Context: an optimization exercise on an open-source flow, tuned for small area, a short achievable clock period and few clock cycles. The choices shown serve that exercise and are no tape-out recipe.
RTL that was checked went through simulation tests only; none was proved equivalent to the original.
The RTL of runs 1 to 3 was laid out without a check of its function.
Power and IR drop assume default switching activity.

--- flow/flow/run.sh ---
#!/bin/bash
# Standard layout, with fast buffers on the ports.
set -euo pipefail
bash standard.sh "BUFFER_PORTS_ARGS=-buffer_cell sky130_fd_sc_hd__buf_4" finish > standard_make.log 2>&1
--- flow/standard.sh ---
#!/bin/bash
# synth_recipe.tcl (not shown) runs the flow's synth.tcl, then flattens the netlist and writes it again
# the make line also repeats each setting of config.mk as NAME=value (left out here)
make -C /OpenROAD-flow-scripts/flow DESIGN_CONFIG=/design/flow/config.mk WORK_HOME=/design/flow/orfs CLKGATE_MAP_FILE= SYNTH_SCRIPT=/design/flow/synth_recipe.tcl "${@:-finish}"
--- flow/config.mk ---
export PLATFORM = sky130hd
export DESIGN_NAME = cpu_lite_top
export DESIGN_NICKNAME = cpu_lite_top
export VERILOG_FILES = /design/flow/design.v
export SDC_FILE = /design/flow/constraint.sdc
export NUM_CORES = 8
export LEC_CHECK = 0
export CAP_MARGIN = 20
export CORE_MARGIN = 2
export CORE_UTILIZATION = 50
export CTS_BUF_LIST = sky130_fd_sc_hd__clkbuf_8
export CTS_CLUSTER_DIAMETER = 60
export CTS_CLUSTER_SIZE = 16
export PLACE_DENSITY = 0.6
export SETUP_SLACK_MARGIN = 5
export SLEW_MARGIN = 20
export SYNTH_HIERARCHICAL = 1
--- flow/constraint.sdc ---
create_clock -name core_clock -period 14.0 [get_ports {clk_i}]
set_input_delay 2.8000 -clock core_clock [delete_from_list [all_inputs] [get_ports {clk_i}]]
set_output_delay 2.8000 -clock core_clock [all_outputs]
set_load 0.01 [all_outputs]
--- flow/design.v ---
`default_nettype none
module alu (
    input  wire        is_r_i,     
    input  wire        is_i_i,     
    input  wire [2:0]  f3_i,
    input  wire        f7z_i,      
    input  wire        f7s_i,      
    input  wire [4:0]  rd_i,
    input  wire [31:0] a_i,        
    input  wire [31:0] b_i,        
    output logic [31:0] result_o,
    output logic       writes_o    
);
    wire [2:0] f3 = f3_i;
    logic r_ok, i_ok;
    always_comb begin
        case (f3)
            3'b000:  r_ok = f7z_i | f7s_i;
            3'b001, 3'b010, 3'b100, 3'b110, 3'b111: r_ok = f7z_i;
            default: r_ok = 1'b0;
        endcase
        i_ok = (f3 == 3'b000) | (f3 == 3'b110) | (f3 == 3'b111);
    end
    assign writes_o = ((is_r_i & r_ok) | (is_i_i & i_ok)) & (rd_i != 5'd0);
    wire do_sub = ~is_i_i & (f7s_i | (f3 == 3'b010));
    wire arith  = (f3 == 3'b000);
    wire use_p  = (f3 == 3'b000) | (f3 == 3'b100) | (f3 == 3'b110);
    wire use_g  = f3[1] & f3[2];
    wire do_sll = (f3 == 3'b001);
    wire is_slt = (f3 == 3'b010);
    logic [31:0] p, g, carry, shn;
    for (genvar i = 0; i < 32; i++) begin : g_pg
        alu_pg u_pg (.a_i (a_i[i]), .b_i (b_i[i]), .sub_i (do_sub), .p_o (p[i]), .g_o (g[i]));
    end
    alu_carry u_carry (.p_i (p), .g_i (g), .cin_i (do_sub), .c_o (carry));
    logic [31:0] st [6];
    assign st[0] = a_i;
    for (genvar k = 0; k < 5; k++) begin : g_st
        for (genvar i = 0; i < 32; i++) begin : g_bit
            if (i >= (1 << k)) begin : g_mux
                sh_mux u_mux (.a_i (st[k][i]), .b_i (st[k][i - (1 << k)]), .s_i (b_i[k]),
                              .y_o (st[k + 1][i]));
            end else if (k % 2 == 0) begin : g_fill_t
                sh_fill_t u_fill (.a_i (st[k][i]), .s_i (b_i[k]), .y_o (st[k + 1][i]));
            end else begin : g_fill_n
                sh_fill_n u_fill (.a_i (st[k][i]), .s_i (b_i[k]), .y_o (st[k + 1][i]));
            end
        end
    end
    assign shn = st[5];
    wire lt = (a_i[31] ^ b_i[31]) ? a_i[31] : (p[31] ^ carry[31]);
    for (genvar i = 0; i < 32; i++) begin : g_res
        alu_res u_res (.p_i (p[i]), .g_i (g[i]), .c_i (carry[i]), .shn_i (shn[i]),
                       .set_i (i == 0 ? (is_slt & lt) : 1'b0),
                       .use_p_i (use_p), .use_g_i (use_g), .arith_i (arith), .sll_i (do_sll),
                       .r_o (result_o[i]));
    end
endmodule
module alu_pg (
    input  wire  a_i,
    input  wire  b_i,
    input  wire  sub_i,
    output wire  p_o,
    output wire  g_o
);
    wire bx = b_i ^ sub_i;
    assign p_o = a_i ^ bx;
    assign g_o = a_i & bx;
endmodule
module alu_carry (
    input  wire [31:0] p_i,
    input  wire [31:0] g_i,
    input  wire        cin_i,
    output logic [31:0] c_o
);
    logic [31:0] gg, pp;
    always_comb begin
        gg = g_i;
        pp = p_i;
        gg[0] = g_i[0] | (p_i[0] & cin_i);
        for (int l = 1; l < 32; l = l * 2) begin
            for (int i = 2 * l - 1; i < 32; i = i + 2 * l) begin
                gg[i] = gg[i] | (pp[i] & gg[i - l]);
                pp[i] = pp[i] & pp[i - l];
            end
        end
        for (int l = 8; l >= 1; l = l / 2) begin
            for (int i = 3 * l - 1; i < 32; i = i + 2 * l) begin
                gg[i] = gg[i] | (pp[i] & gg[i - l]);
                pp[i] = pp[i] & pp[i - l];
            end
        end
        c_o = {gg[30:0], 1'b0} | {31'd0, cin_i};
    end
endmodule
module sh_mux (
    input  wire a_i,
    input  wire b_i,
    input  wire s_i,
    output wire y_o
);
    assign y_o = ~(s_i ? b_i : a_i);
endmodule
module sh_fill_t (
    input  wire a_i,
    input  wire s_i,
    output wire y_o
);
    assign y_o = ~(a_i & ~s_i);
endmodule
module sh_fill_n (
    input  wire a_i,
    input  wire s_i,
    output wire y_o
);
    assign y_o = ~(a_i | s_i);
endmodule
module alu_res (
    input  wire p_i,
    input  wire g_i,
    input  wire c_i,
    input  wire shn_i,
    input  wire set_i,
    input  wire use_p_i,
    input  wire use_g_i,
    input  wire arith_i,
    input  wire sll_i,
    output wire r_o
);
    wire lg = (p_i & use_p_i) | (g_i & use_g_i);
    assign r_o = (sll_i ? ~shn_i : (lg ^ (c_i & arith_i))) | set_i;
endmodule
`default_nettype wire
`default_nettype none
module reg_file (
    input  wire        clk_i,
    input  wire        reset,
    input  wire [4:0]  addr_i,     
    output logic [31:0] rdata_o,   
    input  wire        wr_en_i,    
    input  wire        inv_en_i,   
    input  wire [3:0]  idx_i,
    input  wire [4:0]  wr_tag_i,
    input  wire [31:0] wr_data_i
);
    logic [15:0] valid_q;
    logic [4:0]  tag_q  [16];
    logic [31:0] data_q [16];
    logic [15:0] match;
    logic [15:0] sel;
    always_comb begin
        rdata_o = '0;
        for (int i = 0; i < 16; i++) begin
            sel[i]   = (idx_i == i[3:0]);
            match[i] = valid_q[i] & (tag_q[i] == addr_i);
            rdata_o  = rdata_o | (data_q[i] & {32{match[i]}});
        end
    end
    always_ff @(posedge clk_i or posedge reset) begin
        if (reset) begin
            valid_q <= '0;
        end else begin
            for (int i = 0; i < 16; i++) begin
                if (wr_en_i && sel[i])                 valid_q[i] <= 1'b1;
                else if (inv_en_i && !sel[i] && match[i]) valid_q[i] <= 1'b0;
            end
        end
    end
    for (genvar i = 0; i < 16; i++) begin : g_entry
        for (genvar j = 0; j < 5; j++) begin : g_tag
            rf_bit u_bit (
                .clk_i  (clk_i),
                .hold_i (valid_q[i]),
                .we_i   (wr_en_i & sel[i]),
                .d_i    (wr_tag_i[j]),
                .q_o    (tag_q[i][j])
            );
        end
        for (genvar j = 0; j < 32; j++) begin : g_data
            rf_bit u_bit (
                .clk_i  (clk_i),
                .hold_i (valid_q[i]),
                .we_i   (wr_en_i & sel[i]),
                .d_i    (wr_data_i[j]),
                .q_o    (data_q[i][j])
            );
        end
    end
endmodule
`default_nettype wire
`default_nettype none
module rf_bit (
    input  wire  clk_i,
    input  wire  hold_i,
    input  wire  we_i,
    input  wire  d_i,
    output logic q_o
);
    always_ff @(posedge clk_i) begin
        q_o <= (q_o & hold_i) | (d_i & we_i);
    end
endmodule
`default_nettype wire
`default_nettype none
module cpu_lite_top (
    input  wire        clk_i,
    input  wire        reset,
    input  wire        host_valid_i,
    input  wire [7:0]  host_byte_i,
    input  wire [4:0]  reg_sel_i,
    input  wire [1:0]  byte_sel_i,
    output wire [7:0]  value_o,
    output wire        is_positive_o,
    output wire        done_o
);
    logic        loading_q;    
    logic        done_q;
    logic [1:0]  phase_q;      
    logic [4:0]  count_q;      
    logic        kept_q;       
    logic        wrote_q;      
    logic        is_r_q;       
    logic        is_i_q;       
    logic        rd0_q;        
    logic [7:0]  b1_q;         
    logic [3:0]  b2_q;         
    logic [31:0] a_q;          
    wire start_seen = host_valid_i & ~loading_q & ~done_q & (host_byte_i == 8'hFE);
    wire end_seen   = host_valid_i & loading_q & (phase_q == 2'd0) & (host_byte_i == 8'hFF);
    wire data_stb   = host_valid_i & loading_q & ~end_seen;
    wire last_byte  = data_stb & (phase_q == 2'd3);
    wire kept       = ~count_q[4];
    wire [4:0] rd = {b1_q[3:0], rd0_q};
    logic [31:0] rdata;
    logic [31:0] result;
    logic        writes;
    wire wr_en = last_byte & kept & writes;
    always_ff @(posedge clk_i or posedge reset) begin
        if (reset) begin
            loading_q <= 1'b0;
            done_q    <= 1'b0;
            phase_q   <= 2'd0;
            count_q   <= 5'd0;
            kept_q    <= 1'b0;
            wrote_q   <= 1'b0;
        end else begin
            if (start_seen) loading_q <= 1'b1;
            if (end_seen) begin
                loading_q <= 1'b0;
                done_q    <= 1'b1;
            end
            if (data_stb) phase_q <= phase_q + 2'd1;
            if (kept_q) count_q <= count_q + 5'd1;
            kept_q  <= last_byte & kept;
            wrote_q <= wr_en;
        end
    end
    wire ld0 = data_stb & (phase_q == 2'd0);
    wire ld1 = data_stb & (phase_q == 2'd1);
    wire ld2 = data_stb & (phase_q == 2'd2);
    wire [2:0] b0_d = {host_byte_i[7], host_byte_i[6:0] == 7'b0010011,
                       host_byte_i[6:0] == 7'b0110011};
    logic [2:0] b0_q;
    assign is_r_q = b0_q[0];
    assign is_i_q = b0_q[1];
    assign rd0_q  = b0_q[2];
    for (genvar j = 0; j < 3; j++) begin : g_b0
        rf_bit u_bit (.clk_i (clk_i), .hold_i (~ld0), .we_i (ld0), .d_i (b0_d[j]), .q_o (b0_q[j]));
    end
    for (genvar j = 0; j < 8; j++) begin : g_b1
        rf_bit u_bit (.clk_i (clk_i), .hold_i (~ld1), .we_i (ld1), .d_i (host_byte_i[j]),
                      .q_o (b1_q[j]));
    end
    for (genvar j = 0; j < 4; j++) begin : g_b2
        rf_bit u_bit (.clk_i (clk_i), .hold_i (~ld2), .we_i (ld2), .d_i (host_byte_i[4 + j]),
                      .q_o (b2_q[j]));
    end
    for (genvar j = 0; j < 32; j++) begin : g_a
        rf_bit u_bit (.clk_i (clk_i), .hold_i (~ld2), .we_i (ld2), .d_i (rdata[j]), .q_o (a_q[j]));
    end
    wire sel_host = ~loading_q;
    wire sel_rd   = loading_q & wrote_q;
    wire sel_rs1  = loading_q & (phase_q == 2'd2);
    wire sel_rs2  = loading_q & (phase_q == 2'd3) & ~is_i_q;
    wire [4:0] addr;
    assign addr[0] = (sel_host & reg_sel_i[0]) | (sel_rd & rd[0]) |
                     (sel_rs1 & b1_q[7]) | (sel_rs2 & b2_q[0]);
    assign addr[1] = (sel_host & reg_sel_i[1]) | (sel_rd & rd[1]) |
                     (sel_rs1 & host_byte_i[0]) | (sel_rs2 & b2_q[1]);
    assign addr[2] = (sel_host & reg_sel_i[2]) | (sel_rd & rd[2]) |
                     (sel_rs1 & host_byte_i[1]) | (sel_rs2 & b2_q[2]);
    assign addr[3] = (sel_host & reg_sel_i[3]) | (sel_rd & rd[3]) |
                     (sel_rs1 & host_byte_i[2]) | (sel_rs2 & b2_q[3]);
    assign addr[4] = (sel_host & reg_sel_i[4]) | (sel_rd & rd[4]) |
                     (sel_rs1 & host_byte_i[3]) | (sel_rs2 & host_byte_i[0]);
    wire [31:0] imm = {{20{host_byte_i[7]}}, host_byte_i, b2_q};
    wire [31:0] opb = rdata | (imm & {32{is_i_q}});
    alu u_alu (
        .is_r_i   (is_r_q),
        .is_i_i   (is_i_q),
        .f3_i     (b1_q[6:4]),
        .f7z_i    (host_byte_i[7:1] == 7'b0000000),
        .f7s_i    (host_byte_i[7:1] == 7'b0100000),
        .rd_i     (rd),
        .a_i      (a_q),
        .b_i      (opb),
        .result_o (result),
        .writes_o (writes)
    );
    reg_file u_reg_file (
        .clk_i     (clk_i),
        .reset     (reset),
        .addr_i    (addr),
        .rdata_o   (rdata),
        .wr_en_i   (wr_en),
        .inv_en_i  (wrote_q),
        .idx_i     (count_q[3:0]),
        .wr_tag_i  (rd),
        .wr_data_i (result)
    );
    wire [3:0] bsel = 4'b0001 << byte_sel_i;
    byte_pick u_byte_pick (
        .word_i  (rdata),
        .sel_i   (bsel),
        .byte_o  (value_o)
    );
    assign is_positive_o = ~rdata[31];
    assign done_o        = done_q;
endmodule
`default_nettype wire
`default_nettype none
module byte_pick (
    input  wire [31:0] word_i,
    input  wire [3:0]  sel_i,
    output wire [7:0]  byte_o
);
    assign byte_o = (word_i[7:0] & {8{sel_i[0]}}) | (word_i[15:8] & {8{sel_i[1]}}) |
                    (word_i[23:16] & {8{sel_i[2]}}) | (word_i[31:24] & {8{sel_i[3]}});
endmodule
`default_nettype wire
==> results of run 1 <==
==> metal layers <==
layer | global-route usage | share of wire
met2 | 0.5667 | 0.45
met4 | 0.1280 | 0.038
met5 | 0 | 0
met1 | 0.4684 | 0.41
met3 | 0.07544 | 0.097
==> cell type report <==
| cell class | instances | share of cell area |
|---|---|---|
| Multi-Input combinational cell | 1778 | 0.4677 |
| Clock buffer | 57 | 0.02484 |
| Tap cell | 756 | 0.02995 |
| Sequential cell | 666 | 0.4270 |
| Clock inverter | 21 | 0.005665 |
| Antenna cell | 1 | 0.00007922 |
| Inverter | 50 | 0.005942 |
| Timing Repair Buffer | 150 | 0.03878 |
==> repair_timing <==
item / CTS / global route
hold buffers: 0 / 0
setup endpoints to repair: 40 / 50
pin swaps: 13 / 15
resized for setup: 8 / 41
cloned: 0 / 3
buffers inserted: 26 / 17
==> where the power goes <==
group          internal (mW)  switching, mW
combinational          0.225          0.522
clock                  0.414          0.666
sequential              1.91         0.0800
==> worst register-to-register path: cells and delay by family (launching register included) <==
kind / cells / cell delay, ns
xor+xnor: 3 / 0.42
buf+inv: 4 / 0.89
flops: 1 / 0.94
compound gates: 14 / 3.31
simple gates: 5 / 1.36
fa+ha+maj: 2 / 0.66
==> Yosys stat by module (local to each module, per instance) <==
| module | area, sq um | cells inside |
|---|---|---|
| sh_fill_n | 3.754 | 1 |
| rf_bit | 28.78 | 2 |
| alu_pg | 21.27 | 2 |
| alu_carry | 608.1 | 98 |
| alu_res | 38.79 | 6 |
| alu | 127.6 | 22 |
| sh_mux | 10.01 | 1 |
| sh_fill_t | 6.256 | 1 |
| cpu_lite_top | 978.4 | 112 |
| byte_pick | 170.2 | 28 |
| reg_file | 4796 | 589 |
==> registers in the layout (all words and copies together), names as in the netlist <==
name                                 flops
u_reg_file.g_entry.g_data.u_bit.q_o    512
u_reg_file.g_entry.g_tag.u_bit.q_o      80
g_a.u_bit.q_o                           32
u_reg_file.valid_q                      16
g_b1.u_bit.q_o                           8
count_q                                  5
g_b2.u_bit.q_o                           4
g_b0.u_bit.q_o                           3
phase_q                                  2
done_q                                   1
kept_q                                   1
loading_q                                1
wrote_q                                  1
==> cell usage in the layout, fill, tap and decap left out, drive strengths merged, types with 3 or more instances in the layout <==
cell type and n:
nand2b 45, a21oi 57, nand3 7, o21ai 48, or4 3, mux2i 129, buf 150, nor2 56
a22oi 84, dfrtp 27, and3 19, ha 37, and2 8, and4 11, dfxtp 639, nor3 17
a222oi 5, clkinv 6, xor2 111, nor4 6, a31o 3, nor2b 3, conb 31, a221oi 106
a31oi 5, or2 3, nand4 44, a22o 746, a21o 45, xnor2 39, o2111ai 17, inv 62
clkbuf 57, nand2 68
==> worst min path at each step <==
stage | end | slack, ns | depth (start not counted)
after floorplan | u_reg_file.g_entry[12].g_data[1].u_bit.q_o | 0.45 | 1
after global placement | u_reg_file.g_entry[13].g_data[18].u_bit.q_o | 0.46 | 1
after detailed placement | u_reg_file.g_entry[12].g_data[1].u_bit.q_o | 0.47 | 1
after CTS | u_reg_file.g_entry[8].g_data[28].u_bit.q_o | 0.49 | 1
after global routing | u_reg_file.g_entry[8].g_data[28].u_bit.q_o | 0.50 | 1
final | u_reg_file.g_entry[15].g_data[24].u_bit.q_o | 0.49 | 1
==> cells by family after synthesis <==
kind of cell,count (synthesis)
buffers and inverters,132
other,1
XOR/XNOR,150
flip-flops,666
multiplexers,131
AO/OA/AOI/OAI,1128
adder cells (fa/ha/maj),38
AND/OR/NAND/NOR,297
==> results.txt, run 1 <==
- The global-route wire length before repair is 157100 um.
- The critical path starts at host_byte_i[2].
- For this run the aggregate overflow at the end of global routing stands at 0.
- Across all setup checks in the final design, the least slack found is 5.081 ns.
- The classification of the worst-slack hold path is flip-flop to flip-flop.
- The instance count of the mapped netlist is between 2000 and 3000.
- The mapped cell area is 28450 sq um.
- The final period demand of the worst path is between 8 and 9 ns.
- The capturing point of the worst reg2reg path is u_reg_file.g_entry[10].g_data[0].u_bit.q_o.
- The critical-path maximum fanout is 16.
- In this run the most critical hold path is launched from u_reg_file.g_entry[15].g_data[24].u_bit.q_o.
- Setup repair after global routing left no endpoint under its margin.
- On the critical path, the stage with the largest delay is an instance of and3_4.
- For the pin with the worst max-slew slack, the measured transition is roughly 1.1 ns.
- Max-cap violations in this run came to 0.
- Power spread over the standard cell area amounts to 121.0 nW/um^2.
- The number of vias after detailed routing is 24411.
- The startpoint identified for the worst register-to-register timing path is g_b0[1].u_bit.q_o.
- After synthesis, the most frequently instantiated cells are a22o_1, dfxtp_1, mux2i_1.
- The share of the yosys chip area belonging to registers is 0.4734.
- The kind of cell adding the most delay to the critical path is simple AND/OR/NAND/NOR gates.
- Yosys instantiated no cell more often than a22o_1.
- Of the total synthesized cell area, the portion taken by full adders, half adders and majority gates is 0.01667.
- Setup violations remaining at the end of the flow were counted as 0.
- The first routing iteration left approximately 3000 violations.
- Prior to clock tree synthesis, the placed netlist has a worst setup slack of 3.978 ns.
- Clock-pin slew was measured on the worst setup and hold paths at approximately 0.090 ns.
- The largest stage delay on the critical path is around 0.62 ns.
- Static timing analysis puts the maximum clock frequency at 112.1 MHz.
- The number of distinct library cells after synthesis is 72.
- The total negative slack is 0 ns.
- The number of buffer and inverter stages on the critical path is 4.
- The final-report max-slew violation count came to 0.
- During I/O placement, the number of pins put on the boundary was 28.
- The initialized floorplan defines 87 standard-cell rows.
- The critical path endpoint category is an output port.
- In the final design database the tool counted 2752 nets.
- The worst setup path is launched from an input port.
- The die extent in x is between 200 and 250 um.
- STA puts the critical path data required time at 11.20 ns.
- The layout has 4942 filler cells.
- The fraction of post-synthesis cell area in the top cell type by area is 0.4496.
- The part of the cycle the worst path needs is 0.6371.
- CTS built an H-tree with a depth of 2.
- The number of buffers created by CTS is between 50 and 60.
- The total of flip-flops plus latches after synthesis is 666.
- The critical path class is input port to output port.
- The HPWL after detailed placement is 60240 um.
- The via count of the first global-routing pass is 23431.
- Entering global routing, the biggest net connects 65 pins.
- Once placement completed, the tool counted placed cells totaling 3354.
- The total die area is about 59000 sq um.
- The most used flip-flop cell after synthesis is dfxtp_1.
- Of the total synthesized cell area, the portion taken by XOR and XNOR cells is 0.04618.
- Clock tree synthesis selected as its root buffer the cell clkbuf_8.
- The count of nets left with antenna violations once routing finished came out at 0.
- The synthesized area divided by synthesized cell count is 11.19 sq um.
- Once layout is complete, the utilization of the core stands at 0.5613.
- Registers take between 10000 and 15000 sq um.
- The count of port buffers added during placement is 27.
- Before antenna repair, the detailed router went through 6 iterations.
- The number of hold-slack violations in the final timing report was 0.
- The layout overhead on the synthesized area is 11.02%.
- The worst register-to-register path has a depth of 28.
- The layout cell share with drive strength beyond 1 is 0.1367.
- The TritonCTS clock tree is built.
- The congestion estimate from routability-driven global placement came to 0.8818.
- After detailed routing, the total wire length is ~110000 um.
- The most frequent cell on the critical path is buf_4.
- STA puts the critical path data arrival time at between 6 and 7 ns.
- Clock skew on the completed layout was measured at 0.03821 ns.
- Summed over all instances, the cell type with the most area after synthesis is dfxtp_1.
- For this run, the number of standard cells in the final layout without fillers is 3479.
- The clock reaches the later pin of the worst-skew pair after 0.71 ns.
- The remaining max-slew budget at the tightest pin is 0.2667.
- The final instance area is 31590 sq um.
- The area of the core region is around 56000 sq um.
- Of all flip-flops after synthesis, the portion carrying an async set or reset was 0.04054.
- Ranked by total cell area, the synthesized netlist is headed by dfxtp_1, a22o_1, mux2i_1, xor2_1, a221oi_1.
- The number of cells on the critical path is 14.
- The worst-case IR drop observed on VDD is roughly 0.00024 V.
- The worst hold slack across all endpoints is 0.4919 ns.
- The multi-input logic area is between 10000 and 15000 sq um.
- The count of yosys warnings during synthesis is 15.
- For this run, design rule violations remaining after detail routing come to 0.
- The number of antenna violations at the first check in global routing is 1.
- The basic-gate share of the synthesized area counting and, or, nand and nor cells is 0.05660.
- Dividing the detail-routed wire length by the instance count gives 31.00 um.
- The setup slack of the most critical reg-to-reg path is 6.36 ns.
- The power after layout is between 3 and 4 mW.
- The leakage power is between 10 and 15 nW.
- The run finished with no timing, DRC or antenna violations.
- Walking the worst path, the cells encountered are buf_4 > a222oi_1 > a21oi_2 > buf_4 > xor2_1 > nor2_1 > and3_4 > a22oi_1 > and4_1 > nand4_1 > buf_4 > a22oi_2 > nand2_1 > buf_4.
- Across every metal layer, demand over resource in global routing totals 0.3531.
- The portion of synthesized area spent on multiplexers is 0.04631.
- The initial utilization of the core area, before any placement, comes to 0.5055.
- By area, the combinational part of the netlist is dominated by compound AO/OA/AOI/OAI gates.
- After detailed routing, the number of vias per cell comes to 7.017.
- The overall die height is 242.5 um.
- The longest clock path from root to sink contains 3 buffers.
- In this run, synthesis inferred 0 flip-flops with an integrated enable.
- The clock net in this run drives a total of 666 sinks.
- The fraction of the mapped netlist area in compound gates is 0.3347.
- Once placement finished, the instance area stood at approximately 30000 sq um.
- The critical path endpoint is value_o[4].
==> run 2, diff against run 1 <==
--- a/flow/config.mk
+++ b/flow/config.mk
@@ -17 +17,2 @@
 export SYNTH_HIERARCHICAL = 1
+export TNS_END_PERCENT = 5
==> run 2 against run 1 <==
Register-to-register slack better by 0.04 ns. Cell count down 0.14%. Hold slack about the same. Critical path type unchanged. Critical endpoint unchanged. Highest routed layer is now met5.
==> results.txt, run 2 <==
- The utilization after layout was 0.5593 (was 0.5613).
- The largest stage delay on the critical path was 0.59 ns (was 0.62 ns).
- The I/O pin count came to 28 (unchanged).
- The hold buffer count at cts was 0 (unchanged).
- The critical-path maximum fanout is 16 (unchanged).
- The cell depth of the worst hold path was 1 (unchanged).
- The share of flip-flops with an asynchronous set or reset after synthesis is 0.04054 (unchanged).
- The max-capacitance violation count is 0 (unchanged).
- The count of port buffers added during placement is 27 (unchanged).
- The number of enable flip-flop cells after synthesis came to 0 (unchanged).
- The leakage power is 12.69 nW (was 12.73 nW).
- The footprint of the flip-flops and latches came to 13490 sq um (unchanged).
- The routability congestion estimate is 0.8818 (unchanged).
- The remaining max-slew budget at the tightest pin came to 0.2712 (was 0.2667).
- The commonest register cell after synthesis is dfxtp_1 (unchanged).
- The final setup skew came to 0.03495 ns (was 0.03821 ns).
- Main area contributors after synthesis: dfxtp_1, a22o_1, mux2i_1, xor2_1, a221oi_1 (unchanged).
- The register with the most flip-flops is u_reg_file.g_entry.g_data.u_bit.q_o (unchanged).
- The classification of the worst-slack hold path is flip-flop to flip-flop (unchanged).
- The number of hold-slack violations in the final timing report is 0 (unchanged).
- The clock insertion delay at the later pin of the skew report is 0.71 ns (about the same).
- The most frequent cell on the critical path was buf_4 (unchanged).
- The critical path class is input port to output port (unchanged).
- The layout overhead on the synthesized area is 10.63% (was 11.02%).
- The remaining number of nets flagged by the antenna check after routing is 0 (unchanged).
- The sum of overflow across all layers after global routing came to 0 (unchanged).
- The post-route worst setup slack is 5.001 ns (was 5.081 ns).
- The slew of the pin with the lowest slew margin is 1.093 ns (was 1.099 ns).
- The number of buffers between clock root and the deepest sink is 3 (unchanged).
- The library cell with the largest summed area after synthesis was dfxtp_1 (unchanged).
- The number of buffers created by CTS is 51 (unchanged).
- Commonest cells post-synth: a22o_1, dfxtp_1, mux2i_1 (unchanged).
- The total negative slack was 0 ns (unchanged).
- The final-report max-slew violation count was 0 (unchanged).
- The share of synthesized area spent on multiplexers was 0.04631 (unchanged).
- The number of distinct library cells after synthesis came to 72 (unchanged).
- The share of synthesized cell area in full adder, half adder and majority cells is 0.01667 (unchanged).
- The TritonCTS clock tree is built (unchanged).
- The number of antenna violations at the first check in global routing is 2 (was 1).
- The number of filler cells placed in the layout is 4957 (was 4942).
- The dominant combinational cell family by area after synthesis is compound AO/OA/AOI/OAI gates (unchanged).
- The instance count of the mapped netlist came to 2543 (unchanged).
- The most common cell in the synthesized netlist is a22o_1 (unchanged).
- The data arrival time of the critical path came to 6.20 ns (was 6.12 ns).
- The worst reg2reg path depth came to 26 (was 28).
- The number of H-tree branching levels was 2 (unchanged).
- The share of the yosys chip area belonging to registers is 0.4734 (unchanged).
- The total die area came to 58830 sq um (unchanged).
- The post-route DRC violation count is 0 (unchanged).
- The number of flip-flops under the largest register name is 512 (unchanged).
- The mapped cell area is 28450 sq um (unchanged).
- The clock transition at the registers of the reported paths is 0.09 ns (about the same).
- The worst endpoint required time is 11.20 ns (about the same).
- The synthesized area divided by synthesized cell count was 11.19 sq um (unchanged).
- The area of the core region is 56280 sq um (unchanged).
- The largest net degree at the start of global routing is 65 (unchanged).
- The slowest stage cell on the critical path is and3_4 (unchanged).
- The die extent in x came to 242.5 um (unchanged).
- Top Registers: u_reg_file.g_entry.g_data.u_bit.q_o x512, u_reg_file.g_entry.g_tag.u_bit.q_o x80, g_a.u_bit.q_o x32 (unchanged).
- The number of clock sinks came to 666 (unchanged).
- The final period demand of the worst path is 8.999 ns (was 8.919 ns).
- The layout cell share with drive strength beyond 1 is 0.1325 (was 0.1367).
- The global router's overall resource usage is 0.3524 (was 0.3531).
- The count of yosys warnings during synthesis is 15 (unchanged).
- The part of the cycle the worst path needs was 0.6428 (was 0.6371).
- The number of vias after detailed routing is 24383 (was 24411).
- The multi-input logic area is 14720 sq um (was 14770 sq um).
- The critical path endpoint category is an output port (unchanged).
- The parity-gate share of the synthesized area counting xor and xnor cells came to 0.04618 (unchanged).
- Commonest non-fill, non-tap cells in the layout: a22o_1, dfxtp_1, buf_4, mux2i_1, xor2_1 (unchanged).
- The maximum achievable frequency is 111.1 MHz (was 112.1 MHz).
- The fraction of the mapped netlist area in compound gates is 0.3347 (unchanged).
- The number of DRC markers in iteration 0 was 3087 (was 3013).
- The commonest non-fill, non-tap cell in the layout is a22o_1 (unchanged).
- The number of setup violations in the final report is 0 (unchanged).
- The average wire per cell in the routed design is 30.99 um (was 31.00 um).
- The global-route wire length before repair is 156600 um (was 157100 um).
- The power per cell area is 121.3 nW/um^2 (was 121.0 nW/um^2).
- The launch point of the worst hold path was u_reg_file.g_entry[15].g_data[24].u_bit.q_o (unchanged).
- Cell-by-cell listing of the critical path: buf_4 > a222oi_1 > a21oi_2 > buf_4 > xor2_2 > nor3_2 > and3_4 > a22oi_1 > and4_1 > nand4_1 > buf_4 > a22oi_2 > nand2_1 > buf_4 (was buf_4 > a222oi_1 > a21oi_2 > buf_4 > xor2_1 > nor2_1 > and3_4 > a22oi_1 > and4_1 > nand4_1 > buf_4 > a22oi_2 > nand2_1 > buf_4).
- The number of placement rows is 87 (unchanged).
- The worst hold slack across all endpoints came to 0.4914 ns (was 0.4919 ns).
- The fraction of post-synthesis cell area in the top cell type by area was 0.4496 (unchanged).
- The total of flip-flops plus latches after synthesis came to 666 (unchanged).
- The startpoint of the most critical setup path is host_byte_i[0] (was host_byte_i[2]).
- The post-detailed-placement half-perimeter wirelength is 60240 um (unchanged).
- The via count of the first global-routing pass is 23335 (was 23431).
- The overall die height came to 242.5 um (unchanged).
- The cell chosen for the clock root was clkbuf_8 (unchanged).
- The overall routed net length is 107600 um (was 107800 um).
- Setup repair after global routing missed its margin: true (was false).
- The reg-to-reg critical path startpoint is g_b0[1].u_bit.q_o (unchanged).
- The worst setup timing slack at the placement stage is 3.978 ns (unchanged).
- The peak supply drop is 0.0002405 V (was 0.0002400 V).
- The type of origin of the critical path is an input port (unchanged).
- The starting density of the core is 0.5055 (unchanged).
- The net total in the final layout came to 2747 (was 2752).
- Run status: complete, no violations (unchanged).
- The power after layout was 3.817 mW (was 3.821 mW).
- The number of vias per cell is 7.019 (was 7.017).
- The basic-gate share of the synthesized area counting and, or, nand and nor cells is 0.05660 (unchanged).
- The detailed-router iteration count before antenna repair was 8 (was 6).
[run 2: cell types whose count changed in the layout (fill, tap and decap cells not counted), sizes merged]
cell  delta
buf      -4
a21o     -1
[run 2: critical path, delay by kind of cell]
family          cells  cell delay (ns)
buf+inv             4             0.72
xor+xnor            1             0.23
compound gates      4             0.82
simple gates        5             1.61
[run 2: stage by stage]
step,cells,cell area [sq um]
after CTS,3443,31070
final,3474,31480
after global routing,3474,31480
after floorplan,2573,28560
after detailed placement,3354,29980
after global placement,3354,29980
[run 2: path summary, 6_finish.rpt]
check                                                              endpoint  slack (ns)
worst max-delay path                                             value_o[4]        5.00
worst min-delay path            u_reg_file.g_entry[15].g_data[24].u_bit.q_o        0.49
worst max register to register    u_reg_file.g_entry[9].g_data[0].u_bit.q_o        6.40
worst min register to register  u_reg_file.g_entry[15].g_data[24].u_bit.q_o        0.49
max in group asynchronous                            u_reg_file.valid_q[11]       11.13
min in group asynchronous                                           wrote_q        2.11
[run 2: kinds of logic after synthesis]
family	after synthesis
AO/OA/AOI/OAI	1128
XOR/XNOR	150
adder cells (fa/ha/maj)	38
buffers and inverters	132
flip-flops	666
multiplexers	131
other	1
AND/OR/NAND/NOR	297
[run 2: repair_timing]
item / 4_1_cts / 5_1_grt
gates cloned: 0 / 2
setup buffers: 11 / 28
setup endpoints to repair: 40 / 55
pin swaps: 6 / 18
gates resized for setup: 7 / 29
[run 2: cell type report]
class / instances / area share
Tap cell: 756 / 0.03005
Clock buffer: 57 / 0.02492
Timing Repair Buffer: 146 / 0.03709
Antenna cell: 1 / 0.00007950
Clock inverter: 21 / 0.005685
Sequential cell: 666 / 0.4285
Inverter: 50 / 0.005963
Multi-Input combinational cell: 1777 / 0.4677
[run 2: report_power, final]
part / switching (mW) / total (mW) / internal (mW)
registers: 0.0787 / 1.99 / 1.91
clock network: 0.665 / 1.08 / 0.414
logic: 0.520 / 0.745 / 0.225
[run 2: routing by layer]
layer,vias to the layer above,global-route usage,part of all wire
met3,238,0.07821,0.092
met2,1300,0.5653,0.45
met5,-,0,0.00073
met4,4,0.1294,0.033
met1,12402,0.4652,0.42
li1,10439,-,-
[run 2: modules after synthesis, one instance, submodules excluded, a selection]
| module | cell area, sq um | cells inside |
|---|---|---|
| reg_file | 4796 | 589 |
| cpu_lite_top | 978.4 | 112 |
| alu_carry | 608.1 | 98 |
| byte_pick | 170.2 | 28 |
| alu | 127.6 | 22 |
| alu_res | 38.79 | 6 |
| alu_pg | 21.27 | 2 |
| sh_mux | 10.01 | 1 |
| sh_fill_t | 6.256 | 1 |
| sh_fill_n | 3.754 | 1 |
==> run 3, diff against run 2 <==
==> flow/flow/run.sh (replaced) <==
#!/bin/bash
# Standard layout, with fast buffers on the ports.
set -euo pipefail
bash standard.sh "BUFFER_PORTS_ARGS=-buffer_cell sky130_fd_sc_hd__buf_4" SETUP_SLACK_MARGIN=5.5 finish > standard_make.log 2>&1
==> run 3 against run 2 <==
Still clean. Hold slack hardly changed. Total power is 2.1% higher. Setup slack better by 0.24 ns. Sequential share of layout area is 1.4 points lower. Die area stayed put. Global-route usage is 0.46 points higher. Clock power is 4% higher. Critical path type unchanged. Largest power group unchanged.
==> results.txt, run 3 <==
- The share of the yosys chip area belonging to registers is 0.4734 (unchanged).
- The largest net degree at the start of global routing is 65 (unchanged).
- The data arrival time of the critical path is 5.96 ns (was 6.20 ns).
- Setup repair after global routing missed its margin: true (unchanged).
- The worst min-delay path endpoint is u_reg_file.g_entry[3].g_data[28].u_bit.q_o (was u_reg_file.g_entry[15].g_data[24].u_bit.q_o).
- The count of port buffers added during placement was 27 (unchanged).
- The overall routed net length is 108800 um (was 107600 um).
- The total die area is 58830 sq um (unchanged).
- The multi-input logic area is 15270 sq um (was 14720 sq um).
- The hold buffer count at cts is 0 (unchanged).
- The footprint of the flip-flops and latches is 13490 sq um (unchanged).
- The overall die height is 242.5 um (unchanged).
- The number of filler cells placed in the layout is 4812 (was 4957).
- The critical-path maximum fanout is 23 (was 16).
- Commonest non-fill, non-tap cells in the layout: a22o_1, dfxtp_1, buf_4, mux2i_1, xor2_1 (unchanged).
- The synthesized area divided by synthesized cell count is 11.19 sq um (unchanged).
- The number of hold-slack violations in the final timing report was 0 (unchanged).
- The total negative slack came to 0 ns (unchanged).
- The final-report max-slew violation count was 0 (unchanged).
- The max-capacitance violation count came to 0 (unchanged).
- The type of origin of the critical path is an input port (unchanged).
- The cell depth of the worst hold path is 1 (unchanged).
- The worst hold slack across all endpoints was 0.4909 ns (was 0.4914 ns).
- The post-detailed-placement half-perimeter wirelength is 60440 um (was 60240 um).
- The routability congestion estimate is 0.8761 (was 0.8818).
- The number of buffers between clock root and the deepest sink came to 3 (unchanged).
- Top Registers: u_reg_file.g_entry.g_data.u_bit.q_o x512, u_reg_file.g_entry.g_tag.u_bit.q_o x80, g_a.u_bit.q_o x32 (unchanged).
- The average wire per cell in the routed design is 30.90 um (was 30.99 um).
- Commonest cells post-synth: a22o_1, dfxtp_1, mux2i_1 (unchanged).
- The power per cell area is 119.7 nW/um^2 (was 121.3 nW/um^2).
- The via count of the first global-routing pass is 23412 (was 23335).
- The critical path endpoint category is an output port (unchanged).
- The I/O pin count is 28 (unchanged).
- The number of distinct library cells after synthesis was 72 (unchanged).
- The total of flip-flops plus latches after synthesis is 666 (unchanged).
- The net total in the final layout came to 2790 (was 2747).
- Run status: complete, no violations (unchanged).
- The maximum achievable frequency is 114.2 MHz (was 111.1 MHz).
- The most common cell in the synthesized netlist is a22o_1 (unchanged).
- The number of buffers created by CTS was 54 (was 51).
- The worst reg2reg path depth is 30 (was 26).
- The share of flip-flops with an asynchronous set or reset after synthesis came to 0.04054 (unchanged).
- The die extent in x was 242.5 um (unchanged).
- The number of vias after detailed routing is 24394 (was 24383).
- The global-route wire length before repair was 158200 um (was 156600 um).
- The launch point of the worst hold path is u_reg_file.g_entry[3].g_data[28].u_bit.q_o (was u_reg_file.g_entry[15].g_data[24].u_bit.q_o).
- The number of H-tree branching levels is 2 (unchanged).
- The leakage power was 13.12 nW (was 12.69 nW).
- The final period demand of the worst path is 8.757 ns (was 8.999 ns).
- The count of yosys warnings during synthesis is 15 (unchanged).
- The library cell with the largest summed area after synthesis is dfxtp_1 (unchanged).
- The clock transition at the registers of the reported paths came to 0.09 ns (about the same).
- Main area contributors after synthesis: dfxtp_1, a22o_1, mux2i_1, xor2_1, a221oi_1 (unchanged).
- The number of antenna violations at the first check in global routing is 2 (unchanged).
- The part of the cycle the worst path needs came to 0.6255 (was 0.6428).
- The clock insertion delay at the later pin of the skew report came to 0.71 ns (about the same).
- The reg-to-reg critical path startpoint is wrote_q (was g_b0[1].u_bit.q_o).
- The number of flip-flops under the largest register name is 512 (unchanged).
- The starting density of the core is 0.5055 (unchanged).
- The layout overhead on the synthesized area is 14.38% (was 10.63%).
- The mapped cell area was 28450 sq um (unchanged).
- The global router's overall resource usage is 0.3570 (was 0.3524).
- The detailed-router iteration count before antenna repair was 6 (was 8).
- The final standard cell count with taps included and fillers excluded is 3521 (was 3474).
- The number of vias per cell is 6.928 (was 7.019).
- The critical path class is input port to output port (unchanged).
- The area of the core region was 56280 sq um (unchanged).
- The cell chosen for the clock root was clkbuf_8 (unchanged).
- The classification of the worst-slack hold path was flip-flop to flip-flop (unchanged).
- The number of clock sinks is 666 (unchanged).
- The post-route DRC violation count is 0 (unchanged).
- The cell count after placement is 3348 (was 3354).
- The worst endpoint required time is 11.20 ns (about the same).
- The commonest register cell after synthesis is dfxtp_1 (unchanged).
- The number of setup violations in the final report is 0 (unchanged).
- The setup slack of the most critical reg-to-reg path is 6.67 ns (was 6.40 ns).
- The TritonCTS clock tree was built (unchanged).
- The sum of overflow across all layers after global routing is 0 (unchanged).
- The startpoint of the most critical setup path is host_byte_i[2] (was host_byte_i[0]).
- The instance count of the mapped netlist was 2543 (unchanged).
- The capturing point of the worst reg2reg path is u_reg_file.g_entry[8].g_data[0].u_bit.q_o (was u_reg_file.g_entry[9].g_data[0].u_bit.q_o).
- The remaining number of nets flagged by the antenna check after routing is 0 (unchanged).
- The fraction of post-synthesis cell area in the top cell type by area was 0.4496 (unchanged).
- The remaining max-slew budget at the tightest pin was 0.2146 (was 0.2712).
- The commonest non-fill, non-tap cell in the layout is a22o_1 (unchanged).
- The final setup skew is 0.04463 ns (was 0.03495 ns).
- The number of placement rows is 87 (unchanged).
- The peak supply drop is 0.0003412 V (was 0.0002405 V).
- The slew of the pin with the lowest slew margin is 1.178 ns (was 1.093 ns).
- The number of enable flip-flop cells after synthesis was 0 (unchanged).
- The register with the most flip-flops was u_reg_file.g_entry.g_data.u_bit.q_o (unchanged).
- The number of DRC markers in iteration 0 is 2395 (was 3087).
- The layout cell share with drive strength beyond 1 came to 0.1700 (was 0.1325).
[run 3: cell counts after synthesis]
Identical to the previous run, type by type.
[run 3: layer usage]
layer | GRT usage | vias up | wire length (um)
met5 | 0 | - | 9
li1 | - | 10561 | -
met1 | 0.4754 | 12353 | 45470
met2 | 0.5563 | 1219 | 48530
met4 | 0.1545 | 2 | 4908
met3 | 0.08020 | 259 | 9887
[run 3: cells by family (layout without fill, tap and decap cells)]
logic type,count (synthesis),after routing,synth area share
AOI/OAI and AO/OA,1128,1132,0.3347
DFF,666,666,0.4734
and+or+nand+nor,297,303,0.05660
xor gates and xnor gates,150,150,0.04618
buffers and inverters,132,313,0.02608
muxes,131,131,0.04631
adders and majority gates,38,38,0.01667
other,1,32,0.0001318
[run 3: worst max-delay path, cell delays in order]
cell and delay [ns]:
buf_4 0.14, a222oi_1 0.46, a21oi_2 0.14, buf_12 0.20, xor2_2 0.19, nor4_2 0.07, buf_4 0.16, and3_4 0.22
buf_12 0.19, a22oi_1 0.16, nand4_1 0.12, or3_4 0.46, a22oi_2 0.32, nand2_1 0.12, buf_4 0.16
[run 3: how the worst max path moves through the flow]
stage                                            endpoint  slack (ns)  cells after the start
6_report                                       value_o[1]        5.24                     15
5_1_grt                                        value_o[5]        5.23                     16
4_1_cts                                        value_o[5]        5.41                     16
3_5_place_dp   u_reg_file.g_entry[12].g_data[0].u_bit.q_o        3.87                     26
3_3_place_gp    u_reg_file.g_entry[8].g_data[0].u_bit.q_o        3.96                     26
2_1_floorplan   u_reg_file.g_entry[0].g_data[0].u_bit.q_o        5.50                     24
[run 3: modules after synthesis, one instance, submodules excluded]
module | times used | flip-flops and latches | cells inside | cell area [sq um]
cpu_lite_top | 1 | 11 | 112 | 978.4
alu_carry | 1 | 0 | 98 | 608.1
sh_fill_n | 10 | 0 | 1 | 3.754
byte_pick | 1 | 0 | 28 | 170.2
alu | 1 | 0 | 22 | 127.6
sh_mux | 129 | 0 | 1 | 10.01
rf_bit | 639 | 1 | 2 | 28.78
alu_pg | 32 | 0 | 2 | 21.27
reg_file | 1 | 16 | 589 | 4796
sh_fill_t | 21 | 0 | 1 | 6.256
alu_res | 32 | 0 | 6 | 38.79
[run 3: area by class of cell]
class	count	area share
Sequential cell	666	0.4145
Clock inverter	27	0.007344
Tap cell	756	0.02907
Antenna cell	1	0.00007690
Clock buffer	58	0.02453
Multi-Input combinational cell	1785	0.4693
Timing Repair Buffer	178	0.04941
Inverter	50	0.005767
[run 3: what timing repair did]
item                       CTS  global route
setup endpoints to repair  281           117
hold endpoints to repair     0             0
gates cloned                 6             4
pin swaps                   53            12
setup buffers               72             5
resized for setup          119            30
[run 3: per-stage QoR]
| stage | cell area (sq um) | total power, mW | setup WS, ns | util |
|---|---|---|---|---|
| after global routing | 32540 | 4.030 | 5.225 | 0.5782 |
| after CTS | 32290 | 3.869 | 5.411 | 0.5738 |
| after floorplan | 28580 | 2.473 | 5.500 | - |
| final | 32540 | 3.896 | 5.243 | 0.5782 |
| after detailed placement | 29950 | 2.755 | 3.874 | 0.5322 |
| after global placement | 29950 | 2.743 | 3.958 | 0.5321 |
[run 3: power breakdown]
group / internal (mW) / switching (mW) / leakage, nW
logic: 0.236 / 0.550 / 7.06
clock network: 0.431 / 0.690 / 0.572
registers: 1.91 / 0.0758 / 5.49
total: 2.58 / 1.32 / 13.1
==> run 4, diff against run 3 <==
--- a/flow/design.v
+++ b/flow/design.v
@@ -51,5 +51,7 @@
     wire lt = (a_i[31] ^ b_i[31]) ? a_i[31] : (p[31] ^ carry[31]);
-    for (genvar i = 0; i < 32; i++) begin : g_res
+    alu_res0 u_res0 (.p_i (p[0]), .g_i (g[0]), .c_i (carry[0]), .shn_i (shn[0]),
+                     .set_i (is_slt & lt), .use_p_i (use_p), .use_g_i (use_g),
+                     .arith_i (arith), .sll_i (do_sll), .r_o (result_o[0]));
+    for (genvar i = 1; i < 32; i++) begin : g_res
         alu_res u_res (.p_i (p[i]), .g_i (g[i]), .c_i (carry[i]), .shn_i (shn[i]),
-                       .set_i (i == 0 ? (is_slt & lt) : 1'b0),
                        .use_p_i (use_p), .use_g_i (use_g), .arith_i (arith), .sll_i (do_sll),
@@ -119,2 +121,16 @@
     input  wire p_i,
+    input  wire g_i,
+    input  wire c_i,
+    input  wire shn_i,
+    input  wire use_p_i,
+    input  wire use_g_i,
+    input  wire arith_i,
+    input  wire sll_i,
+    output wire r_o
+);
+    wire lg = (p_i & use_p_i) | (g_i & use_g_i);
+    assign r_o = sll_i ? ~shn_i : (lg ^ (c_i & arith_i));
+endmodule
+module alu_res0 (
+    input  wire p_i,
     input  wire g_i,
==> flow/flow/run.sh (replaced) <==
#!/bin/bash
# Standard layout, with fast buffers on the ports.
set -euo pipefail
bash standard.sh "BUFFER_PORTS_ARGS=-buffer_cell sky130_fd_sc_hd__buf_4" finish > standard_make.log 2>&1
--- a/flow/config.mk
+++ b/flow/config.mk
@@ -7,3 +7,3 @@
 export LEC_CHECK = 0
-export CAP_MARGIN = 20
+export CAP_MARGIN = 5
 export CORE_MARGIN = 2
@@ -15,4 +15,3 @@
 export SETUP_SLACK_MARGIN = 5
-export SLEW_MARGIN = 20
+export SLEW_MARGIN = 5
 export SYNTH_HIERARCHICAL = 1
-export TNS_END_PERCENT = 5
==> run 4 against run 3 <==
Sequential share of layout area grew 1.2 points. Total power grew 12%. Area after synthesis grew 0.26%. Die area grew 0.26%.
==> results.txt, run 4 <==
- Run status: complete, no violations (unchanged).
- The die extent in x is 242.9 um (was 242.5 um).
- The multi-input logic area is 14850 sq um (was 15270 sq um).
- The count of port buffers added during placement came to 27 (unchanged).
- The starting density of the core came to 0.5059 (was 0.5055).
- The post-route DRC violation count is 0 (unchanged).
- The number of filler cells placed in the layout was 5004 (was 4812).
- The clock transition at the registers of the reported paths is 0.09 ns (about the same).
- The cell count after placement was 3296 (was 3348).
- The number of clock sinks came to 666 (unchanged).
- The number of flip-flops under the largest register name is 512 (unchanged).
- The final instance area is 31600 sq um (was 32540 sq um).
- The peak supply drop is 0.0001960 V (was 0.0003412 V).
- The routability congestion estimate is 0.8992 (was 0.8761).
- Commonest cells post-synth: a22o_1, dfxtp_1, mux2i_1 (unchanged).
- The critical path class is input port to output port (unchanged).
- The number of antenna violations at the first check in global routing is 2 (unchanged).
- Top Registers: u_reg_file.g_entry.g_data.u_bit.q_o x512, u_reg_file.g_entry.g_tag.u_bit.q_o x80, g_a.u_bit.q_o x32 (unchanged).
- The TritonCTS clock tree is built (unchanged).
- Setup repair after global routing missed its margin: true (unchanged).
- The share of flip-flops with an asynchronous set or reset after synthesis is 0.04054 (unchanged).
- The instance count of the mapped netlist was 2511 (was 2543).
- The library cell with the largest summed area after synthesis is dfxtp_1 (unchanged).
- The total die area is 58980 sq um (was 58830 sq um).
- The instance area after placement was 29970 sq um (was 29950 sq um).
- The register with the most flip-flops is u_reg_file.g_entry.g_data.u_bit.q_o (unchanged).
- The remaining max-slew budget at the tightest pin came to 0.1832 (was 0.2146).
- The total negative slack is 0 ns (unchanged).
- The commonest non-fill, non-tap cell in the layout is a22o_1 (unchanged).
- The setup slack of the most critical reg-to-reg path came to 6.21 ns (was 6.67 ns).
- The global routing usage on met2 came to 0.5445 (was 0.5563).
- The post-detailed-placement half-perimeter wirelength is 60850 um (was 60440 um).
- The most common cell in the synthesized netlist is a22o_1 (unchanged).
- The net total in the final layout is 2698 (was 2790).
- The number of DRC markers in iteration 0 is 2885 (was 2395).
- The reg-to-reg critical path startpoint is g_b0[2].u_bit.q_o (was wrote_q).
- The power per cell area was 138.2 nW/um^2 (was 119.7 nW/um^2).
- The sum of overflow across all layers after global routing is 0 (unchanged).
- The final period demand of the worst path is 8.948 ns (was 8.757 ns).
- The number of distinct library cells after synthesis was 71 (was 72).
- The I/O pin count is 28 (unchanged).
- The global routing met1 resource utilization is 0.4769 (was 0.4754).
- The met3 capacity usage during global routing is 0.07121 (was 0.08020).
- The clock insertion delay at the later pin of the skew report was 0.70 ns (was 0.71 ns).
- The launch point of the worst hold path was count_q[4] (was u_reg_file.g_entry[3].g_data[28].u_bit.q_o).
- The remaining number of nets flagged by the antenna check after routing is 0 (unchanged).
- The synthesized area divided by synthesized cell count is 11.36 sq um (was 11.19 sq um).
- The number of vias after detailed routing was 24505 (was 24394).
- Main area contributors after synthesis: dfxtp_1, a22o_1, mux2i_1, xor2_1, a221oi_1 (unchanged).
- The number of vias per cell is 7.157 (was 6.928).
- Commonest non-fill, non-tap cells in the layout: a22o_1, dfxtp_1, buf_4, mux2i_1, xor2_1 (unchanged).
- The area of the core region came to 56390 sq um (was 56280 sq um).
- The count of yosys warnings during synthesis is 15 (unchanged).
- The number of hold-slack violations in the final timing report is 0 (unchanged).
- The busiest layer in global routing is met2 (unchanged).
- The fraction of post-synthesis cell area in the top cell type by area is 0.4485 (was 0.4496).
- The critical-path maximum fanout is 16 (was 23).
- The largest net degree at the start of global routing came to 66 (was 65).
- The global router's overall resource usage is 0.3515 (was 0.3570).
- The maximum achievable frequency was 111.8 MHz (was 114.2 MHz).
- The number of placement rows is 87 (unchanged).
- The footprint of the flip-flops and latches is 13490 sq um (unchanged).
- The detailed-router iteration count before antenna repair was 6 (unchanged).
- The power after layout came to 4.368 mW (was 3.896 mW).
- The share of the yosys chip area belonging to registers came to 0.4721 (was 0.4734).
- The number of setup violations in the final report was 0 (unchanged).
- The number of buffers created by CTS is 53 (was 54).
- The startpoint of the most critical setup path is host_byte_i[0] (was host_byte_i[2]).
- The number of H-tree branching levels was 2 (unchanged).
- The final setup skew is 0.03146 ns (was 0.04463 ns).
- The part of the cycle the worst path needs is 0.6391 (was 0.6255).
- The via count of the first global-routing pass is 23271 (was 23412).
- The worst endpoint required time was 11.20 ns (about the same).
- The commonest register cell after synthesis is dfxtp_1 (unchanged).
- The cell chosen for the clock root is clkbuf_8 (unchanged).
- The overall die height was 242.9 um (was 242.5 um).
- The number of buffers between clock root and the deepest sink is 3 (unchanged).
- The layout cell share with drive strength beyond 1 is 0.1519 (was 0.1700).
- The final standard cell count with taps included and fillers excluded is 3424 (was 3521).
- The mapped cell area is 28520 sq um (was 28450 sq um).
- The max-capacitance violation count is 0 (unchanged).
- The hold buffer count at cts was 0 (unchanged).
- The classification of the worst-slack hold path was flip-flop to flip-flop (unchanged).
- The number of enable flip-flop cells after synthesis was 0 (unchanged).
- The critical path endpoint category is an output port (unchanged).
- The final-report max-slew violation count is 0 (unchanged).
- The total of flip-flops plus latches after synthesis is 666 (unchanged).
- The leakage power is 12.24 nW (was 13.12 nW).
- The data arrival time of the critical path was 6.15 ns (was 5.96 ns).
- The type of origin of the critical path is an input port (unchanged).
- The global-route wire length before repair was 156300 um (was 158200 um).
- The layout overhead on the synthesized area came to 10.79% (was 14.38%).
- The overall routed net length is 108300 um (was 108800 um).
- The average wire per cell in the routed design is 31.62 um (was 30.90 um).
- The slew of the pin with the lowest slew margin is 1.225 ns (was 1.178 ns).
-- run 4: kinds of logic after synthesis --
logic type               after synthesis  share of synthesized area
AND/OR/NAND/NOR                      328                    0.06189
adder cells (fa/ha/maj)               38                    0.01662
buffers and inverters                101                    0.02193
multiplexers                         131                    0.04619
AO/OA/AOI/OAI                       1128                     0.3447
flip-flops                           666                     0.4721
XOR/XNOR                             119                    0.03654
-- run 4: report_power, final --
group	total, mW	internal [mW]	switching, mW
Combinational	1.25	0.324	0.923
Sequential	2.00	1.91	0.0846
Clock	1.12	0.444	0.678
Total	4.37	2.68	1.69
-- run 4: what timing repair did --
action / in CTS / in global routing
setup endpoints to repair: 56 / 88
buffers inserted: 20 / 24
cloned: 1 / 3
pin swaps: 14 / 22
gates resized for setup: 22 / 25
-- run 4: metal layers --
metal  routed length (um)  vias to the layer above
met3                 9566                      254
met2                48710                     1280
li1                     -                    10496
met4                 4359                        2
met1                45630                    12473
met5                   17                        -
-- run 4: path summary, 6_finish.rpt --
kind / cells after the start / to
hold / removal: 1 / count_q[4]
setup / recovery: 16 / value_o[3]
hold reg to reg: 1 / count_q[4]
setup reg to reg: 28 / u_reg_file.g_entry[2].g_data[0].u_bit.q_o
min in group asynchronous: 2 / count_q[3]
max in group asynchronous: 2 / u_reg_file.valid_q[5]
-- run 4: worst max-delay path, cell delays in order --
cell      delay, ns
buf_4          0.15
a222oi_1       0.42
a21oi_2        0.10
buf_4          0.26
xor2_2         0.24
nor3_4         0.06
buf_12         0.15
and3_4         0.29
buf_4          0.19
a22o_1         0.22
a221oi_1       0.27
nand4_1        0.14
buf_4          0.18
a22oi_2        0.35
nand2_1        0.13
buf_4          0.17
-- run 4: stage by stage --
stage	setup WS, ns	hold slack (ns)	util
6_report	5.052	0.4873	0.5605
5_1_grt	4.976	0.5046	0.5605
4_1_cts	4.976	0.4947	0.5542
3_5_place_dp	3.821	0.4689	0.5316
3_3_place_gp	3.949	0.4601	0.5316
2_1_floorplan	5.103	0.4482	-
-- run 4: per-module statistics from Yosys (local to each module, per instance), a selection --
module | cells inside | flops+latches | area, sq um
reg_file | 589 | 16 | 4796
cpu_lite_top | 112 | 11 | 978.4
alu_carry | 98 | 0 | 608.1
alu | 21 | 0 | 123.9
alu_res | 5 | 0 | 41.29
alu_res0 | 6 | 0 | 38.79
rf_bit | 2 | 1 | 28.78
alu_pg | 2 | 0 | 21.27
sh_mux | 1 | 0 | 10.01
sh_fill_t | 1 | 0 | 6.256
-- run 4: area by class of cell --
cell class / instances / share of cell area
Multi-Input combinational cell: 1748 / 0.4700
Sequential cell: 666 / 0.4268
Timing Repair Buffer: 155 / 0.03852
Tap cell: 756 / 0.02993
Clock buffer: 58 / 0.02526
Clock inverter: 21 / 0.007126
Inverter: 19 / 0.002257
Antenna cell: 1 / 0.00007918
Testbench counts of run 4, summed over its fixed seeds: cycles 11,399.
==> run 5, diff against run 4 <==
--- a/flow/config.mk
+++ b/flow/config.mk
@@ -7,3 +7,3 @@
 export LEC_CHECK = 0
-export CAP_MARGIN = 5
+export CAP_MARGIN = 20
 export CORE_MARGIN = 2
@@ -15,3 +15,3 @@
 export SETUP_SLACK_MARGIN = 5
-export SLEW_MARGIN = 5
+export SLEW_MARGIN = 20
 export SYNTH_HIERARCHICAL = 1
==> run 5 against run 4 <==
Still clean. Utilization about the same. Design area about the same. First-iteration DRC count fell by 1.5%. Area after synthesis unchanged. Setup slack worse by 0.021 ns. Die area is the same. Count of clock-buffer cells in the layout did not move. Sequential power hardly changed. Fmax shrank 0.24%. Via count down 0.51%. Combinational power barely moved. Sequential share of layout area barely moved. Largest cell class unchanged.
==> results.txt, run 5 <==
- The mapped cell area is 28520 sq um (unchanged).
- The number of clock sinks is 666 (unchanged).
- The fraction of the mapped netlist area in compound gates was 0.3447 (unchanged).
- Commonest non-fill, non-tap cells in the layout: a22o_1, dfxtp_1, buf_4, mux2i_1, xor2_1 (unchanged).
- Setup repair after global routing missed its margin: true (unchanged).
- The instance area after placement is 29970 sq um (unchanged).
- The commonest register cell after synthesis is dfxtp_1 (unchanged).
- The critical path class is input port to output port (unchanged).
- The share of the yosys chip area belonging to registers came to 0.4721 (unchanged).
- The library cell with the largest summed area after synthesis is dfxtp_1 (unchanged).
- The basic-gate share of the synthesized area counting and, or, nand and nor cells is 0.06189 (unchanged).
- The number of filler cells placed in the layout came to 5007 (was 5004).
- Run status: complete, no violations (unchanged).
- The classification of the worst-slack hold path is flip-flop to flip-flop (unchanged).
- The post-route DRC violation count is 0 (unchanged).
- The cell chosen for the clock root is clkbuf_8 (unchanged).
- The overall routed net length is 108100 um (was 108300 um).
- The number of buffers between clock root and the deepest sink is 3 (unchanged).
- The post-route worst setup slack is 5.031 ns (was 5.052 ns).
- The number of distinct library cells after synthesis is 71 (unchanged).
- The TritonCTS clock tree is built (unchanged).
- The starting density of the core is 0.5059 (unchanged).
- The hold buffer count at cts is 0 (unchanged).
- The largest net degree at the start of global routing is 66 (unchanged).
- The clock insertion delay at the later pin of the skew report came to 0.70 ns (about the same).
- The dominant combinational cell family by area after synthesis is compound AO/OA/AOI/OAI gates (unchanged).
- The share of synthesized area spent on multiplexers was 0.04619 (unchanged).
- The share of synthesized cell area in full adder, half adder and majority cells is 0.01662 (unchanged).
- The total die area is 58980 sq um (unchanged).
- The sum of overflow across all layers after global routing came to 0 (unchanged).
- The worst setup timing slack at the placement stage came to 3.821 ns (unchanged).
- The clock transition at the registers of the reported paths is 0.09 ns (about the same).
- The final instance area was 31610 sq um (was 31600 sq um).
- The instance count of the mapped netlist came to 2511 (unchanged).
- The final period demand of the worst path is 8.969 ns (was 8.948 ns).
- The via count of the first global-routing pass is 23271 (unchanged).
- The routability congestion estimate is 0.8992 (unchanged).
- The share of flip-flops with an asynchronous set or reset after synthesis was 0.04054 (unchanged).
- The number of DRC markers in iteration 0 was 2842 (was 2885).
- The critical-path maximum fanout is 16 (unchanged).
- The number of hold-slack violations in the final timing report came to 0 (unchanged).
- Main area contributors after synthesis: dfxtp_1, a22o_1, mux2i_1, xor2_1, a221oi_1 (unchanged).
- The number of H-tree branching levels is 2 (unchanged).
- The layout cell share with drive strength beyond 1 came to 0.1531 (was 0.1519).
- The I/O pin count is 28 (unchanged).
- The layout overhead on the synthesized area came to 10.80% (was 10.79%).
- The die extent in x was 242.9 um (unchanged).
- The number of antenna violations at the first check in global routing was 2 (unchanged).
- The data arrival time of the critical path is 6.17 ns (was 6.15 ns).
- The final setup skew is 0.02830 ns (was 0.03146 ns).
- The detailed-router iteration count before antenna repair was 7 (was 6).
- The parity-gate share of the synthesized area counting xor and xnor cells is 0.03654 (unchanged).
- The post-detailed-placement half-perimeter wirelength is 60850 um (unchanged).
- The total of flip-flops plus latches after synthesis is 666 (unchanged).
- The register with the most flip-flops is u_reg_file.g_entry.g_data.u_bit.q_o (unchanged).
- The fraction of post-synthesis cell area in the top cell type by area came to 0.4485 (unchanged).
- Top Registers: u_reg_file.g_entry.g_data.u_bit.q_o x512, u_reg_file.g_entry.g_tag.u_bit.q_o x80, g_a.u_bit.q_o x32 (unchanged).
- The number of vias after detailed routing is 24381 (was 24505).
- The utilization after layout is 0.5605 (about the same).
- The number of vias per cell is 7.112 (was 7.157).
- The remaining max-slew budget at the tightest pin is 0.2446 (was 0.1832).
- The global router's overall resource usage is 0.3515 (unchanged).
- The critical path endpoint category is an output port (unchanged).
- The max-capacitance violation count is 0 (unchanged).
- The net total in the final layout came to 2702 (was 2698).
- The number of flip-flops under the largest register name is 512 (unchanged).
- The final standard cell count with taps included and fillers excluded came to 3428 (was 3424).
- The most common cell in the synthesized netlist is a22o_1 (unchanged).
- The worst endpoint required time was 11.20 ns (about the same).
- The global-route wire length before repair is 156300 um (unchanged).
- The remaining number of nets flagged by the antenna check after routing was 0 (unchanged).
- The average wire per cell in the routed design is 31.54 um (was 31.62 um).
- The commonest non-fill, non-tap cell in the layout was a22o_1 (unchanged).
- The power per cell area is 138.4 nW/um^2 (was 138.2 nW/um^2).
- The number of buffers created by CTS is 53 (unchanged).
- The maximum achievable frequency is 111.5 MHz (was 111.8 MHz).
- The synthesized area divided by synthesized cell count is 11.36 sq um (unchanged).
- The final-report max-slew violation count is 0 (unchanged).
- The leakage power is 12.25 nW (was 12.24 nW).
- The cell count after placement came to 3296 (unchanged).
- The number of setup violations in the final report was 0 (unchanged).
- The area of the core region is 56390 sq um (unchanged).
- The slew of the pin with the lowest slew margin is 1.133 ns (was 1.225 ns).
- Commonest cells post-synth: a22o_1, dfxtp_1, mux2i_1 (unchanged).
- The type of origin of the critical path is an input port (unchanged).
- The count of yosys warnings during synthesis is 15 (unchanged).
- The number of enable flip-flop cells after synthesis was 0 (unchanged).
- The total negative slack was 0 ns (unchanged).
- The overall die height is 242.9 um (unchanged).
- The count of port buffers added during placement is 27 (unchanged).
- The peak supply drop was 0.0001966 V (was 0.0001960 V).
- The part of the cycle the worst path needs was 0.6406 (was 0.6391).
- The number of placement rows is 87 (unchanged).
## run 5: cell types whose count changed in the layout (fill, tap and decap cells not counted)
cell      delta
a221oi_1     +1
a221oi_2     +1
a221oi_4     -2
buf_4        +3
clkbuf_4     +1
dfxtp_1      -1
dfxtp_2      +1
## run 5: cells by family (layout without fill, tap and decap cells)
kind of cell	Yosys count	count (layout)
other	0	1
and+or+nand+nor	328	330
AOI/OAI and AO/OA	1128	1130
xor gates and xnor gates	119	119
buffers and inverters	101	257
muxes	131	131
DFF	666	666
adders and majority gates	38	38
## run 5: cell type report
cell class / count / area (sq um) / share of cell area
multi-input combinational: 1748 / 14830 / 0.4691
inverter: 19 / 71.32 / 0.002257
tap: 756 / 945.9 / 0.02993
timing repair buffer: 159 / 1247 / 0.03947
antenna: 1 / 2.502 / 0.00007918
clock buffer: 58 / 798.3 / 0.02526
clock inverter: 21 / 225.2 / 0.007126
sequential: 666 / 13490 / 0.4268
## run 5: final timing paths
| kind | from | end | slack, ns | depth (start not counted) |
|---|---|---|---|---|
| min reg2reg | count_q[4] | count_q[4] | 0.49 | 1 |
| max | host_byte_i[0] | value_o[2] | 5.03 | 15 |
| max reg2reg | g_b0[1].u_bit.q_o | u_reg_file.g_entry[5].g_data[0].u_bit.q_o | 6.26 | 29 |
| min | count_q[4] | count_q[4] | 0.49 | 1 |
| min in group asynchronous | reset | count_q[3] | 2.12 | 2 |
| max in group asynchronous | reset | u_reg_file.valid_q[5] | 11.05 | 2 |
## run 5: power breakdown
group	switching (mW)	total, mW	internal (mW)
logic	0.922	1.25	0.328
clock network	0.680	1.12	0.444
registers	0.0846	2.00	1.91
total	1.69	4.37	2.69
## run 5: modules after synthesis (local to each module, per instance), a selection
module        flip-flops and latches  times used
reg_file                          16           1
cpu_lite_top                      11           1
byte_pick                          0           1
alu_res0                           0           1
sh_mux                             0         129
sh_fill_n                          0          10
## run 5: per-stage QoR
stage / power, mW / hold WS (ns)
after floorplan: 2.720 / 0.4482
after global placement: 3.207 / 0.4601
after detailed placement: 3.232 / 0.4689
after CTS: 4.327 / 0.4947
after global routing: 4.523 / 0.5046
final: 4.373 / 0.4870
## run 5: routing by layer
metal  wire length [um]  up-vias  GRT usage
li1                   -    10505          -
met1              45410    12312     0.4769
met2              48070     1294     0.5445
met3               9902      268    0.07121
met4               4722        2     0.1501
met5                 17        -          0
## run 5: repair_timing
action / CTS / global route
setup endpoints to repair: 56 / 69
setup buffers: 20 / 25
gates resized for setup: 22 / 21
cloned: 1 / 3
pin swaps: 14 / 21
## run 5: critical path, cell delays in order
cell      delay (ns)
buf_4           0.15
a222oi_1        0.41
a21oi_2         0.10
buf_4           0.27
xor2_2          0.24
nor3_4          0.06
buf_12          0.15
and3_4          0.29
a22o_1          0.26
a221oi_1        0.32
nand4_1         0.15
buf_4           0.20
a22oi_2         0.41
nand2_1         0.15
buf_4           0.18

[static timing again, ports no longer ideal]
How much do the figures lean on ideal ports? The routed layouts below were timed once more, with nothing changed but the port constraints. Step 1 sets driving cells, clkbuf_16 on the clock port and buf_2 on the other inputs (assumed; they add their load-dependent delay and slew). Step 2, shift: input delay + t, output delay - t, t = (earliest + latest rising clock arrival at the registers) / 2. This alone moves slack from input paths to output paths. a / b / c = ideal / step 1 / step 2; a / b = the first two.
| run | t, ns | setup WS [ns] | worst setup path after step 2 | latest minus earliest clock arrival (ns) | cell pins on the clock port's net |
|---|---|---|---|---|---|
| run 1 | 0.753 | 5.081 / 5.056 / 4.585 | input to register | 0.039 / 0.038 | 1 |
| run 2 | 0.756 | 5.001 / 4.981 / 4.474 | input to register | 0.035 / 0.035 | 1 |
| run 3 | 0.748 | 5.243 / 5.222 / 4.875 | input to register | 0.045 / 0.045 | 1 |
| run 4 | 0.740 | 5.052 / 5.032 / 4.574 | input to register | 0.032 / 0.032 | 1 |
| run 5 | 0.740 | 5.031 / 5.011 / 4.611 | input to register | 0.028 / 0.028 | 1 |
After both steps setup and hold are still met in every run listed. For run 2, which loses most, drivers alone change the setup slack by -0.020 ns; drivers and shift together by -0.527 ns.
